This is an optimization exercise on Yosys and OpenROAD, whose aim is small area, a short achievable clock period and few clock cycles per item, not a production implementation. Function was checked by simulation only, so behaviour that the tests miss may differ from the original. Power is estimated from default activity; no workload was simulated.

Setup of old:
==> flow/design.v (excerpt) <==
module rosetta_core #(
    parameter int num_pe = rosetta_pkg::num_pe,
    parameter int word_w = rosetta_pkg::word_w
) (
    input  logic                          clk,
    input  logic                          rst,
    output logic                          im_ren,
    output rosetta_pkg::pc_t              im_raddr,
    input  rosetta_pkg::inst_t            im_rdata,
    output logic                          pam_x_ren,
    output rosetta_pkg::row_addr_t        pam_x_raddr,
    input  logic [num_pe-1:0]             pam_x_rdata,
    output logic                          am_x_ren,
    output rosetta_pkg::row_addr_t        am_x_raddr,
    input  logic [num_pe*word_w-1:0]      am_x_rdata,
    output logic                          bm_ren,
    output rosetta_pkg::row_addr_t        bm_raddr,
    input  logic [num_pe*word_w-1:0]      bm_rdata,
    output logic                          wm_ren,
    output rosetta_pkg::waddr_t           wm_raddr,
    input  logic [num_pe*word_w-1:0]      wm_rdata,
    output logic                          am_r_wen,
    output rosetta_pkg::row_addr_t        am_r_waddr,
    output logic [num_pe*word_w-1:0]      am_r_wdata,
    output logic                          done
);
    logic [$clog2(num_pe)-1:0]  e1_k;
    logic                       e1_empty;
    logic                       e1_first;
    logic [word_w-1:0]          act_elem;
    core_sequencer #(
        .num_pe(num_pe)
    ) sequencer_inst (
        .clk         (clk),
        .rst         (rst),
        .im_ren      (im_ren),
        .im_raddr    (im_raddr),
        .im_rdata    (im_rdata),
        .pam_x_ren   (pam_x_ren),
        .pam_x_raddr (pam_x_raddr),
        .pam_x_rdata (pam_x_rdata),
        .am_x_ren    (am_x_ren),
        .am_x_raddr  (am_x_raddr),
        .bm_ren      (bm_ren),
  ...
For scale: roughly 340 I/O pins, roughly 30000 um^2 of cells after synthesis.
Settings: LEC_CHECK=0, CAP_MARGIN=20, CORE_MARGIN=2, CORE_UTILIZATION=55, CTS_CLUSTER_DIAMETER=90, CTS_CLUSTER_SIZE=30, SETUP_SLACK_MARGIN=5, SLEW_MARGIN=20, TNS_END_PERCENT=0; clock period 9.0 ns.
standard.sh (not shown) runs the stock make flow with config.mk's settings and CLKGATE_MAP_FILE= SYNTH_SCRIPT=/design/flow/synth_recipe.tcl, a recipe that flattens the netlist after the stock synthesis.
==> flow/flow/run.sh <==
#!/bin/bash
# The standard layout, with plain buf_1 cells as the port buffers instead of the
# delay buffers buffer_ports picks by itself. The whole make output goes to layout.log.
set -euo pipefail
bash standard.sh "BUFFER_PORTS_ARGS=-buffer_cell sky130_fd_sc_hd__buf_1" finish > layout.log 2>&1
Testbench counts of old, summed over its fixed seeds: cycles 4,705, items 1,180.
Relative to old, the following input files were edited for new:
Settings: a change of SETUP_SLACK_MARGIN from 5 to 4.6; a change of CTS_CLUSTER_SIZE from 30 to 25; a change of CTS_CLUSTER_DIAMETER from 90 to 80.
Delta (new minus old): met1 routed wirelength after detailed routing increased 2.0%; total power increased 2.2%; worst slack after detailed placement increased 0.016 ns; fraction of area in registers decreased 0.18 points. Compared to old, new reaches a lower achievable clock. new vs. old: total power per unit cell area now sits higher; final instance area grew by 0.66%; worst setup slack -0.081 ns; number of vias per cell after detailed routing flat. Summary of new over old: total via count after detailed routing higher, clock power up about 10%.

* * *

Setup of P:
rosetta_core, a different RTL version from the one above (not shown whole).
Size: roughly 3100 cells after synthesis, roughly 420 flip-flops, roughly 30000 um^2 of cells after synthesis.
clock: 9.0 ns
lec_check: 0
cap_margin: 20
core_margin: 2
core_utilization: 55
cts_cluster_diameter: 60
cts_cluster_size: 20
setup_slack_margin: 5
slew_margin: 20
tns_end_percent: 0
Scripts as last shown in full above: flow/flow/run.sh
Per the final summary, P finished and its layout is clean on timing, DRC and antenna.
Testbench counts of P, summed over its fixed seeds: cycles 4,944, items 1,180.
--- input diff P..Q ---
Settings: removing CTS_CLUSTER_DIAMETER (formerly 60); changing TNS_END_PERCENT from 0 to 10; removing CTS_CLUSTER_SIZE (formerly 20); changing CORE_UTILIZATION from 55 to 65.
==> comparison <==
Share of the core filled with cells up 13 points in Q wrt P
Q completed every stage of the flow, and the final layout passed the timing, design-rule and antenna checks.
Combinational power ends up lower on P.
Q does worse than P on post-route total power.
The higher overall routing resource usage came out of Q.
## Diff of input files: R against Q
Settings: TNS_END_PERCENT changed from 10 to 0; CORE_UTILIZATION changed from 65 to 55; CTS_CLUSTER_SIZE newly set to 25; CTS_CLUSTER_DIAMETER newly set to 80.
Findings:
Taking R as 1.0, Q lands at 1.6 on clock-buffer cell count.
Summary of R over Q: number of global-route vias before repair moved down, area enclosed by the die boundary moved up, post-layout worst setup margin moved down, final non-filler cell area moved down.
Comparing R against Q, there is no change at all in sequential share of the synthesized area.
The critical path depth in R was lower than what Q gave.
R ended up with a lower final-layout non-clock buffer area share than Q did.
| share of cells above drive strength 1 | lower: R |
### R -> S
Settings: CTS_CLUSTER_SIZE no longer set, was 25; CTS_CLUSTER_DIAMETER no longer set, was 80; CORE_UTILIZATION now 60, was 55.
--- outcome ---
Total routed wirelength in S is about 5% higher than in R
Compared with R, in S number of hold violations in the final report neither gained nor lost much; total vias in the final route went up.

* * *

Another version of the RTL of rosetta_core (not shown whole).
Size: about 3100 cells after synthesis, about 340 I/O pins, roughly 30000 sq um of cells after synthesis.
export LEC_CHECK = 0
export CAP_MARGIN = 20
export CORE_MARGIN = 2
export CORE_UTILIZATION = 55
export CTS_BUF_LIST = sky130_fd_sc_hd__clkbuf_16
export CTS_CLUSTER_DIAMETER = 90
export CTS_CLUSTER_SIZE = 30
export SETUP_SLACK_MARGIN = 5
export SLEW_MARGIN = 20
export TNS_END_PERCENT = 0
create_clock -name core_clock -period 9.0 [get_ports {clk}]
Scripts as last shown in full above: flow/flow/run.sh
The first run passed the timing, design-rule and antenna checks.
Testbench counts at the start, summed over its fixed seeds: cycles 4,705, items 1,180.
Rerun with:
- CTS_BUF_LIST: sky130_fd_sc_hd__clkbuf_16 -> default
- PLACE_DENSITY: default -> 0.8
The changed run ran to the end with no violations.
Fmax is lower by 0.32%.
Combinational power is lower by about 0.9%.
Synthesized area does not change.
Global-route usage is lower by 0.53 points.
Power barely changes.
Critical path depth is lower by 2.
Final area is lower by 0.53%.
Final cell count barely changes.
Worst hold slack got worse by 0.0079 ns.

* * *

rosetta_core, a different RTL version from the one above (not shown whole).
Size: ~390 flip-flops, ~31000 µm² of cells after synthesis.
==> flow/design.v (excerpt) <==
module rosetta_core #(
    parameter int num_pe = rosetta_pkg::num_pe,
    parameter int word_w = rosetta_pkg::word_w
) (
    input  logic                          clk,
    input  logic                          rst,
    output logic                          im_ren,
    output rosetta_pkg::pc_t              im_raddr,
    input  rosetta_pkg::inst_t            im_rdata,
    output logic                          pam_x_ren,
    output rosetta_pkg::row_addr_t        pam_x_raddr,
    input  logic [num_pe-1:0]             pam_x_rdata,
    output logic                          am_x_ren,
    output rosetta_pkg::row_addr_t        am_x_raddr,
    input  logic [num_pe*word_w-1:0]      am_x_rdata,
    output logic                          bm_ren,
    output rosetta_pkg::row_addr_t        bm_raddr,
    input  logic [num_pe*word_w-1:0]      bm_rdata,
    output logic                          wm_ren,
    output rosetta_pkg::waddr_t           wm_raddr,
    input  logic [num_pe*word_w-1:0]      wm_rdata,
    output logic                          am_r_wen,
    output rosetta_pkg::row_addr_t        am_r_waddr,
    output logic [num_pe*word_w-1:0]      am_r_wdata,
    output logic                          done
);
Settings: LEC_CHECK=0, CAP_MARGIN=20, CORE_MARGIN=2, CORE_UTILIZATION=60, SETUP_SLACK_MARGIN=5, SLEW_MARGIN=20; clock period 9.0 ns.
run.sh (not shown) runs the stock make flow with config.mk's settings and CLKGATE_MAP_FILE= SYNTH_SCRIPT=/design/flow/synth_recipe.tcl, a recipe that flattens the netlist after the stock synthesis.
Stock flow here: none of the scripts above is used.
Testbench counts at the start, summed over its fixed seeds: cycles 4,897, items 1,180.
Edit:
- ABC_CLOCK_PERIOD_IN_PS: unset -> 4000
Clock skew stays the same.
Final area does not change.
Worst setup slack stays the same.
Power stays the same.
Critical path depth does not change.
Clock-buffer cell count does not change.
Register-to-register slack hardly moves.
Sequential cell count stays the same.

* * *

rosetta_core with an RTL version that a note above also has.
Size in the first run: ~3100 cells after synthesis, roughly 420 flip-flops, about 340 I/O pins, about 30000 sq um of cells after synthesis.
clock: 9.0 ns
lec_check: 0
cap_margin: 20
core_margin: 2
core_utilization: 55
slew_margin: 20
tns_end_percent: 0
standard.sh (not shown) runs the stock make flow with config.mk's settings and CLKGATE_MAP_FILE= SYNTH_SCRIPT=/design/flow/synth_recipe.tcl, a recipe that flattens the netlist after the stock synthesis.
==> flow/flow/run.sh <==
#!/bin/bash
# The standard layout, with plain buf_1 cells as the port buffers instead of the
# delay buffers buffer_ports picks by itself. The whole make output goes to layout.log.
set -euo pipefail
bash standard.sh "BUFFER_PORTS_ARGS=-buffer_cell sky130_fd_sc_hd__buf_1" SETUP_SLACK_MARGIN=5.5 finish > layout.log 2>&1
The starting point ran to the end with no violations.
Testbench counts at the start, summed over its fixed seeds: cycles 4,944, items 1,180.
Rerun with:
--- a/flow/flow/run.sh
+++ b/flow/flow/run.sh
@@ -5 +5 @@
-bash standard.sh "BUFFER_PORTS_ARGS=-buffer_cell sky130_fd_sc_hd__buf_1" SETUP_SLACK_MARGIN=5.5 finish > layout.log 2>&1
+bash standard.sh "BUFFER_PORTS_ARGS=-buffer_cell sky130_fd_sc_hd__buf_1" finish > layout.log 2>&1
- SETUP_SLACK_MARGIN: unset -> 4.5
- TNS_END_PERCENT: 0 -> unset
Result: The changed run finished with timing, DRC and antenna clean. Final area is lower by 1.7%. Die area does not change. Synthesized cell count is unchanged. Routed wire length decreases by 4.7%. First-iteration DRC count falls by 8.7%. Critical path depth falls by 3. Combinational power goes down by about 2%. Clock skew shrinks by 3.1 ps. Maximum frequency decreases by 5.5%. Power is about the same. Clock-buffer cell count climbs by 11.
Rerun with:
- SETUP_SLACK_MARGIN: 4.5 -> 5
- TNS_END_PERCENT: unset -> 0
Outcome: Hold slack degrades by 11 ps. Die area stays the same. Total power grows by about 2%. Via count grows by 1.9%. Setup slack improves by 280 ps. Utilization grows by 1.7 points. Design area grows by 2.7%. Final cell count grows by 1.3%. Synthesized area stays the same. Sequential share of layout area shrinks by 0.66 points. Register-to-register slack improves by 280 ps.
Rerun with:
- TNS_END_PERCENT: 0 -> 10
What happened: The new run produced a clean layout. Wire length came out higher by about 4%. Power rose by about 0.6%. First-iteration DRC count came out higher by 3.1%. Clock-buffer cell count is lower by 6. Via count climbs by about 1.4%. Synthesized area is unchanged.
Rerun with:
- TNS_END_PERCENT: 10 -> unset
Sequential cell count does not change.
Sequential power grows by about 1%.
Critical path depth shrinks by 9.
Power grows by about 5%.
Worst setup slack gets worse by 27 ps.
First-iteration DRC count grows by 3.4%.
Routed wire length grows by 0.87%.
Core utilization grows by 2.1 points.

==> port drivers added, routing unchanged <==
No port has a modelled driver above. Below, the same layouts with a new extraction and two added sets of constraints. Step 1 sets driving cells, clkbuf_16 on the clock port and buf_2 on the other inputs (assumed; they add their load-dependent delay and slew). Step 2, shift: input delay + t, output delay - t, t = (earliest + latest rising clock arrival at the registers) / 2. This alone moves slack from input paths to output paths. Three values: ideal, step 1, step 2; two values: the first two.
run	t, ns	setup WS [ns]	worst setup path at the end	latest minus earliest clock arrival (ns)	slew at the worst register clock pin (ns)
old	0.655	4.617 / 4.555 / 4.697	register to register	0.029 / 0.029	0.11 / 0.11
new	0.680	4.535 / 4.470 / 4.639	register to register	0.025 / 0.025	0.10 / 0.10
P	0.639	4.833 / 4.797 / 4.793	input to register	0.016 / 0.017	0.08 / 0.08
Q	0.659	4.874 / 4.844 / 4.703	input to register	0.020 / 0.020	0.07 / 0.07
R	0.682	4.802 / 4.740 / 4.777	input to register	0.028 / 0.028	0.10 / 0.10
S	0.663	4.844 / 4.807 / 4.716	input to register	0.031 / 0.032	0.07 / 0.07
the first run of note 3	0.663	4.797 / 4.732 / 4.420	input to register	0.040 / 0.040	0.12 / 0.12
the second run of note 3	0.663	4.783 / 4.725 / 4.459	input to register	0.055 / 0.055	0.12 / 0.12
the first run of note 4	0.678	4.606 / 4.547 / 4.606	register to register	0.039 / 0.039	0.07 / 0.07
the second run of note 4	0.678	4.606 / 4.547 / 4.606	register to register	0.039 / 0.039	0.07 / 0.07
the first run of note 5	0.657	4.820 / 4.805 / 4.730	input to register	0.033 / 0.034	0.07 / 0.07
the second run of note 5	0.651	4.578 / 4.578 / 4.578	register to register	0.026 / 0.026	0.07 / 0.07
the third run of note 5	0.656	4.857 / 4.796 / 4.772	input to register	0.032 / 0.032	0.07 / 0.07
the fourth run of note 5	0.666	4.879 / 4.820 / 4.660	input to register	0.026 / 0.026	0.07 / 0.07
the fifth run of note 5	0.667	4.852 / 4.792 / 4.729	input to register	0.017 / 0.018	0.06 / 0.06
After both steps every run listed still meets setup and hold. The setup slack of the first run of note 3, which loses most, moves by -0.065 ns with the drivers and by -0.377 ns with both steps.
